What follows belongs to an exercise in optimizing a design on an open flow for small area; a production flow would make more cautious choices. In this exercise RTL edits were held to simulation tests only and were not proved equivalent to the original. Power figures rest on the tool's default switching activity, not on a simulated workload.

==> build 65 <==
==> flow/design.v <==
module pm_aoi222 (
  input  logic a1, a2, b1, b2, c1, c2,
  output logic y
);
  assign y = ~(a1 & a2 | b1 & b2 | c1 & c2);
endmodule
module pm_nand2 (
  input  logic a, b,
  output logic y
);
  assign y = ~(a & b);
endmodule
module pm_nand3 (
  input  logic a, b, c,
  output logic y
);
  assign y = ~(a & b & c);
endmodule
module pm_nand4 (
  input  logic a, b, c, d,
  output logic y
);
  assign y = ~(a & b & c & d);
endmodule
module pm_nor2 (
  input  logic a, b,
  output logic y
);
  assign y = ~(a | b);
endmodule
module pm_mux2i (
  input  logic a0, a1, s,
  output logic y
);
  assign y = ~(s ? a1 : a0);
endmodule
module pm_read_half (
  input  logic [127:0] d,
  input  logic [127:0] sel,
  output logic [1:0]   q
);
  logic [43:0] l1;   
  logic [11:0] l2;   
  logic [5:0]  l3;   
  for (genvar i = 0; i < 42; i++) begin : g_l1
    pm_aoi222 u (.a1(d[3*i]), .a2(sel[3*i]), .b1(d[3*i+1]), .b2(sel[3*i+1]),
                 .c1(d[3*i+2]), .c2(sel[3*i+2]), .y(l1[i]));
  end
  pm_nand2 u_l1_42 (.a(d[126]), .b(sel[126]), .y(l1[42]));
  pm_nand2 u_l1_43 (.a(d[127]), .b(sel[127]), .y(l1[43]));
  for (genvar i = 0; i < 8; i++) begin : g_l2a
    pm_nand4 u (.a(l1[4*i]), .b(l1[4*i+1]), .c(l1[4*i+2]), .d(l1[4*i+3]), .y(l2[i]));
  end
  for (genvar i = 0; i < 4; i++) begin : g_l2b
    pm_nand3 u (.a(l1[32+3*i]), .b(l1[32+3*i+1]), .c(l1[32+3*i+2]), .y(l2[8+i]));
  end
  for (genvar i = 0; i < 6; i++) begin : g_l3
    pm_nor2 u (.a(l2[2*i]), .b(l2[2*i+1]), .y(l3[i]));
  end
  pm_nand3 u_l4_0 (.a(l3[0]), .b(l3[1]), .c(l3[2]), .y(q[0]));
  pm_nand3 u_l4_1 (.a(l3[3]), .b(l3[4]), .c(l3[5]), .y(q[1]));
endmodule
module program_memory #(
  parameter int                 ADDR_W   = 8,
  parameter int                 DATA_W   = 12,
  parameter logic [DATA_W-1:0]  NOP_WORD = {DATA_W{1'b0}}
) (
  input  logic              clk,
  input  logic              rst,
  input  logic [ADDR_W-1:0] addr_in,
  input  logic              fetch_en,
  output logic [DATA_W-1:0] data_out,
  output logic              cpu_hold,
  input  logic              load_start,
  input  logic              load_valid,
  input  logic [DATA_W-1:0] load_data,
  input  logic              load_last,
  output logic              load_ready,
  output logic              load_done,
  output logic [ADDR_W:0]   loaded_count
);
  localparam int DEPTH = 2 ** ADDR_W;   
  localparam int WB_W  = 3;             
  localparam int WB    = 2 ** WB_W;
  localparam int NSEG  = DEPTH / WB;    
  logic              r_load;    
  logic              r_run;     
  logic [ADDR_W:0]   r_count;   
  logic [ADDR_W:0]   r_ninj;    
  logic [ADDR_W-1:0] r_phi;     
  logic [DATA_W-1:0] r_ring [DEPTH];   
  logic [DATA_W-1:0] r_dl [WB];   
  logic [WB-1:0]     r_dlv;        
  logic [DATA_W-1:0] r_data;
  logic              r_done;
  logic              w_accept;
  logic              w_final;
  logic              w_inj;
  logic [ADDR_W-1:WB_W] w_entry;
  logic [NSEG-1:0]   w_seg_inj;
  logic [DATA_W-1:0] w_inj_word;
  logic [WB_W:0]     w_pend;         
  logic [WB_W-1:0]   w_rank [WB];    
  logic [WB-1:0]     w_inj_stage;
  logic [WB-1:0]     w_rd_stage;
  logic [ADDR_W-1:0] w_age;          
  logic [DATA_W-1:0] w_dl_rd;
  logic [DATA_W-1:0] w_inj_word_n;
  logic [ADDR_W-1:0] w_pos;
  logic              w_hit;
  logic              w_wait;
  logic [15:0]       w_pre_lo_n;
  logic [15:0]       w_pre_hi_n;
  logic [DEPTH-1:0]  w_sel;
  logic [DATA_W-1:0] w_rd;
  assign w_accept = r_load && load_valid && !load_start;
  assign w_final  = load_last || (r_count[ADDR_W-1:0] == {ADDR_W{1'b1}});
  assign w_inj        = (r_ninj != r_count) && (r_phi[WB_W-1:0] == r_ninj[WB_W-1:0]);
  assign w_entry      = r_phi[ADDR_W-1:WB_W] - r_ninj[ADDR_W-1:WB_W];
  assign w_pend       = r_count[WB_W:0] - r_ninj[WB_W:0];
  always_comb begin
    w_inj_word = '0;
    w_dl_rd    = '0;
    for (int j = 0; j < WB; j++) begin
      w_rank[j] = '0;
      for (int i = 0; i < j; i++) w_rank[j] = w_rank[j] + WB_W'(r_dlv[i]);
      w_inj_stage[j] = r_dlv[j] && (w_rank[j] == WB_W'(w_pend - 1'b1));
      w_rd_stage[j]  = r_dlv[j] && (w_rank[j] == w_age[WB_W-1:0]);
      w_inj_word = w_inj_word | ({DATA_W{w_inj_stage[j]}} & r_dl[j]);
      w_dl_rd    = w_dl_rd    | ({DATA_W{w_rd_stage[j]}}  & r_dl[j]);
    end
  end
  assign w_inj_word_n = ~w_inj_word;
  always_comb begin
    for (int s = 0; s < NSEG; s++) w_seg_inj[s] = w_inj && (w_entry == (ADDR_W-WB_W)'(s));
  end
  always_ff @(posedge clk) begin
    r_dl[0]  <= load_data;
    r_dlv[0] <= w_accept;
    for (int j = 1; j < WB; j++) begin
      r_dl[j]  <= r_dl[j-1];
      r_dlv[j] <= r_dlv[j-1];
    end
  end
  always_ff @(posedge clk) begin
    for (int p = 0; p < DEPTH; p++) begin
      if (p % WB != 0) r_ring[p] <= r_ring[p-1];
    end
  end
  for (genvar s = 0; s < NSEG; s++) begin : g_seg
    for (genvar b = 0; b < DATA_W; b++) begin : g_bit
      logic y;
      pm_mux2i u_entry (
        .a0(r_ring[(s * WB + DEPTH - 1) % DEPTH][b]),
        .a1(s % 2 == 1 ? w_inj_word[b] : w_inj_word_n[b]),
        .s (w_seg_inj[s]),
        .y (y)
      );
      always_ff @(posedge clk) r_ring[s * WB][b] <= y;
    end
  end
  assign w_pos  = r_phi + ~addr_in;
  assign w_age  = r_count[ADDR_W-1:0] + ~addr_in;
  assign w_hit  = {1'b0, addr_in} < r_count;
  assign w_wait = {1'b0, addr_in} >= r_ninj;
  always_comb begin
    for (int j = 0; j < 16; j++) begin
      w_pre_lo_n[j] = (w_pos[3:0] != 4'(j));
      w_pre_hi_n[j] = (w_pos[7:4] != 4'(j));
    end
  end
  for (genvar i = 0; i < DEPTH; i++) begin : g_dec
    pm_nor2 u_sel (.a(w_pre_hi_n[i/16]), .b(w_pre_lo_n[i%16]), .y(w_sel[i]));
  end
  for (genvar b = 0; b < DATA_W; b++) begin : g_rd
    logic [127:0] col_t, col_i, sel_t, sel_i;
    logic [1:0]   q_t, q_i;
    for (genvar i = 0; i < 128; i++) begin : g_col
      localparam int PT = (i / 8) * 16 + (i % 8);
      assign col_t[i] = r_ring[PT][b];
      assign sel_t[i] = w_sel[PT];
      assign col_i[i] = r_ring[PT + 8][b];
      assign sel_i[i] = w_sel[PT + 8];
    end
    pm_read_half u_t (.d(col_t), .sel(sel_t), .q(q_t));
    pm_read_half u_i (.d(col_i), .sel(sel_i), .q(q_i));
    assign w_rd[b] = w_pos[3] ? !(q_i[0] | q_i[1]) : (q_t[0] | q_t[1]);
  end
  always_ff @(posedge clk) begin
    if (rst) begin
      r_load  <= 1'b0;
      r_run   <= 1'b0;
      r_count <= '0;
      r_ninj  <= '0;
      r_phi   <= '0;
      r_data  <= NOP_WORD;
      r_done  <= 1'b0;
    end else begin
      r_done <= 1'b0;
      r_phi  <= r_phi + 1'b1;
      if (w_inj) r_ninj <= r_ninj + 1'b1;
      if (load_start) begin
        r_load  <= 1'b1;
        r_run   <= 1'b0;
        r_count <= '0;
        r_ninj  <= '0;
        r_data  <= NOP_WORD;
      end else if (w_accept) begin
        r_count <= r_count + 1'b1;
        if (w_final) begin
          r_load <= 1'b0;
          r_run  <= 1'b1;
          r_done <= 1'b1;
        end
      end else if (r_run && fetch_en) begin
        if (!w_hit)
          r_data <= NOP_WORD;
        else if (w_wait)
          r_data <= w_dl_rd;
        else
          r_data <= w_rd;
      end
    end
  end
  assign data_out     = r_data;
  assign cpu_hold     = !r_run;
  assign load_ready   = r_load;
  assign load_done    = r_done;
  assign loaded_count = r_count;
endmodule
==> flow/run.sh <==
#!/bin/bash
# synth_recipe.tcl (not shown) runs the flow's synth.tcl, then flattens the netlist and writes it again
# the make line also repeats each setting of config.mk as NAME=value (left out here)
make -C /OpenROAD-flow-scripts/flow DESIGN_CONFIG=/design/flow/config.mk WORK_HOME=/design/flow/orfs CLKGATE_MAP_FILE= SYNTH_SCRIPT=/design/flow/synth_recipe.tcl finish
==> flow/config.mk <==
export PLATFORM = sky130hd
export DESIGN_NAME = program_memory
export DESIGN_NICKNAME = program_memory
export VERILOG_FILES = /design/flow/design.v
export SDC_FILE = /design/flow/constraint.sdc
export NUM_CORES = 4
export LEC_CHECK = 0
export CAP_MARGIN = 20
export CORE_MARGIN = 2
export CORE_UTILIZATION = 40
export CTS_BUF_LIST = sky130_fd_sc_hd__clkbuf_8
export CTS_CLUSTER_DIAMETER = 70
export CTS_CLUSTER_SIZE = 15
export PLACE_DENSITY = 0.6
export SLEW_MARGIN = 20
export SYNTH_HIERARCHICAL = 1
==> flow/constraint.sdc <==
create_clock -name core_clock -period 10.0 [get_ports {clk}]
set_input_delay 2.0000 -clock core_clock [delete_from_list [all_inputs] [get_ports {clk}]]
set_output_delay 2.0000 -clock core_clock [all_outputs]
set_load 0.01 [all_outputs]
==> trial 13: changes against build 65 <==
==> flow/flow/run.sh (new file) <==
#!/bin/bash
# The standard layout (standard.sh: the ORFS flow with the standard synthesis), with two
# changes: the port buffers are the smallest buffer, and clock tree synthesis uses clkbuf_8
# with sink clusters of up to 15 (50 um across) and inserts no dummy loads.
set -euo pipefail
export BUFFER_PORTS_ARGS="-buffer_cell sky130_fd_sc_hd__buf_1"
export CTS_ARGS="-sink_clustering_enable -repair_clock_nets -dont_use_dummy_load -buf_list sky130_fd_sc_hd__clkbuf_8 -sink_clustering_size 15 -sink_clustering_max_diameter 50"
bash standard.sh finish > standard.log 2>&1
==> flow/standard.sh (new file) <==
#!/bin/bash
# synth_recipe.tcl (not shown) runs the flow's synth.tcl, then flattens the netlist and writes it again
# the make line also repeats each setting of config.mk as NAME=value (left out here)
make -C /OpenROAD-flow-scripts/flow DESIGN_CONFIG=/design/flow/config.mk WORK_HOME=/design/flow/orfs CLKGATE_MAP_FILE= SYNTH_SCRIPT=/design/flow/synth_recipe.tcl "${@:-finish}"
--- a/flow/config.mk
+++ b/flow/config.mk
@@ -10,5 +10,2 @@
 export CORE_UTILIZATION = 40
-export CTS_BUF_LIST = sky130_fd_sc_hd__clkbuf_8
-export CTS_CLUSTER_DIAMETER = 70
-export CTS_CLUSTER_SIZE = 15
 export PLACE_DENSITY = 0.6
removed: flow/run.sh
==> trial 74: changes against build 65 <==
==> flow/flow/run.sh (new file) <==
#!/bin/bash
# The standard layout (standard.sh: the ORFS flow with the standard synthesis), with two
# changes: the port buffers are the smallest buffer, and clock tree synthesis uses clkbuf_8
# with sink clusters of up to 15 (70 um across) and inserts no dummy loads.
set -euo pipefail
export BUFFER_PORTS_ARGS="-buffer_cell sky130_fd_sc_hd__buf_1"
export CTS_ARGS="-sink_clustering_enable -repair_clock_nets -dont_use_dummy_load -buf_list sky130_fd_sc_hd__clkbuf_8 -sink_clustering_size 15 -sink_clustering_max_diameter 70"
bash standard.sh finish > standard.log 2>&1
==> flow/standard.sh (new file) <==
#!/bin/bash
# synth_recipe.tcl (not shown) runs the flow's synth.tcl, then flattens the netlist and writes it again
# the make line also repeats each setting of config.mk as NAME=value (left out here)
make -C /OpenROAD-flow-scripts/flow DESIGN_CONFIG=/design/flow/config.mk WORK_HOME=/design/flow/orfs CLKGATE_MAP_FILE= SYNTH_SCRIPT=/design/flow/synth_recipe.tcl "${@:-finish}"
--- a/flow/config.mk
+++ b/flow/config.mk
@@ -10,5 +10,2 @@
 export CORE_UTILIZATION = 40
-export CTS_BUF_LIST = sky130_fd_sc_hd__clkbuf_8
-export CTS_CLUSTER_DIAMETER = 70
-export CTS_CLUSTER_SIZE = 15
 export PLACE_DENSITY = 0.6
removed: flow/run.sh
==> build 69: changes against build 65 <==
--- a/flow/config.mk
+++ b/flow/config.mk
@@ -11,3 +11,3 @@
 export CTS_BUF_LIST = sky130_fd_sc_hd__clkbuf_8
-export CTS_CLUSTER_DIAMETER = 70
+export CTS_CLUSTER_DIAMETER = 50
 export CTS_CLUSTER_SIZE = 15
==> summary of the runs <==
Core utilization, lowest first: trial 74, build 65, trial 13, build 69. Between trial 74 and build 69, the lower wire length is in build 69 (gap about 0.8%, measured against build 69). The lowest non-clock buffer count belongs to build 65, the highest to trial 74. Clock skew: build 69 < build 65 < trial 13 < trial 74. Between trial 13 and build 69, the lower first-iteration DRC count is in build 69 (gap 4.2%, measured against build 69). The highest via count belongs to trial 13, the lowest to build 65. In flip-flop and latch count, trial 13 and trial 74 do not differ. Synthesized area is the same in build 69 and trial 74.
==> figures <==
Outcome: trial 74 timing/DRC/antenna clean; build 69 timing/DRC/antenna clean; trial 13 timing/DRC/antenna clean; build 65 timing/DRC/antenna clean
Worst slew margin: trial 74 0.128; build 69 0.106; trial 13 0.108; build 65 0.143
Final net count: trial 74 6648; build 69 6685; trial 13 6695; build 65 6635
Initial antenna violation count: trial 74 35; build 69 21; trial 13 37; build 65 25
Switching share of total power: trial 74 0.221; build 69 0.224; trial 13 0.222; build 65 0.225
Ratio of layout area to synthesized area: trial 74 1.104x; build 69 1.126x; trial 13 1.111x; build 65 1.110x
Delay of the slowest cell on the worst path: trial 74 760 ps; build 69 810 ps; trial 13 820 ps; build 65 800 ps
Met1 Use GR: trial 74 0.380; build 69 0.382; trial 13 0.380; build 65 0.378
Final weighted congestion in routability-driven placement: trial 74 0.928; build 69 0.946; trial 13 0.928; build 65 0.946
Fin crit period: trial 74 6840 ps; build 69 7030 ps; trial 13 6870 ps; build 65 7160 ps
R2R Path Start: trial 74 r_phi[0]$_SDFF_PP0_; build 69 r_dlv[2]$_DFF_P_; trial 13 r_phi[0]$_SDFF_PP0_; build 65 r_dlv[2]$_DFF_P_
Multi-input combinational cell area: trial 74 22100 um2; build 69 22100 um2; trial 13 22100 um2; build 65 22100 um2
Worst reg2reg path depth: trial 74 19; build 69 13; trial 13 19; build 65 13
Worst ir drop on vdd: trial 74 0.000158 V; build 69 0.000146 V; trial 13 0.000148 V; build 65 0.000143 V
Non-clock buffer share: trial 74 0.0205; build 69 0.0221; trial 13 0.0203; build 65 0.0223
Met3 Use GR: trial 74 0.0695; build 69 0.0697; trial 13 0.0710; build 65 0.0729
Critical path peak fanout: trial 74 16; build 69 14; trial 13 14; build 65 16
Reg-to-reg endpoint: trial 74 r_data[10]$_SDFFE_PP0P_; build 69 r_ring[240][1]$_DFF_P_; trial 13 r_data[10]$_SDFFE_PP0P_; build 65 r_ring[240][1]$_DFF_P_

==> static timing again, ports no longer ideal <==
How much do the figures lean on ideal ports? The routed layouts below were timed once more, with nothing changed but the port constraints.
Step 1 sets driving cells, clkbuf_16 on the clock port and buf_2 on the other inputs (assumed; they add their load-dependent delay and slew).
Step 2 adds t to the input delays and takes it off the output delays; t is the mean of the earliest and latest rising clock arrival at the registers after step 1. Input paths then give back, and output paths get back, about the clock's delay inside the block.
a / b / c = ideal / step 1 / step 2; a / b = the first two.
| run | shift t [ns] | setup WS [ns] | worst setup path after step 2 | latest minus earliest clock arrival (ns) | slew at the worst register clock pin (ns) |
|---|---|---|---|---|---|
| build 65 | 1.117 | 2.845 / 2.894 / 1.777 | input to register | 0.102 / 0.102 | 0.11 / 0.11 |
| trial 13 | 1.109 | 3.127 / 3.162 / 2.053 | input to register | 0.138 / 0.138 | 0.10 / 0.10 |
| trial 74 | 1.070 | 3.165 / 3.195 / 2.125 | input to register | 0.151 / 0.150 | 0.10 / 0.10 |
| build 69 | 1.134 | 2.966 / 3.036 / 1.902 | input to register | 0.108 / 0.108 | 0.10 / 0.10 |
After both steps setup and hold are still met in every run listed. The setup slack of trial 13, which loses most, moves by +0.035 ns with the drivers and by -1.074 ns with both steps.
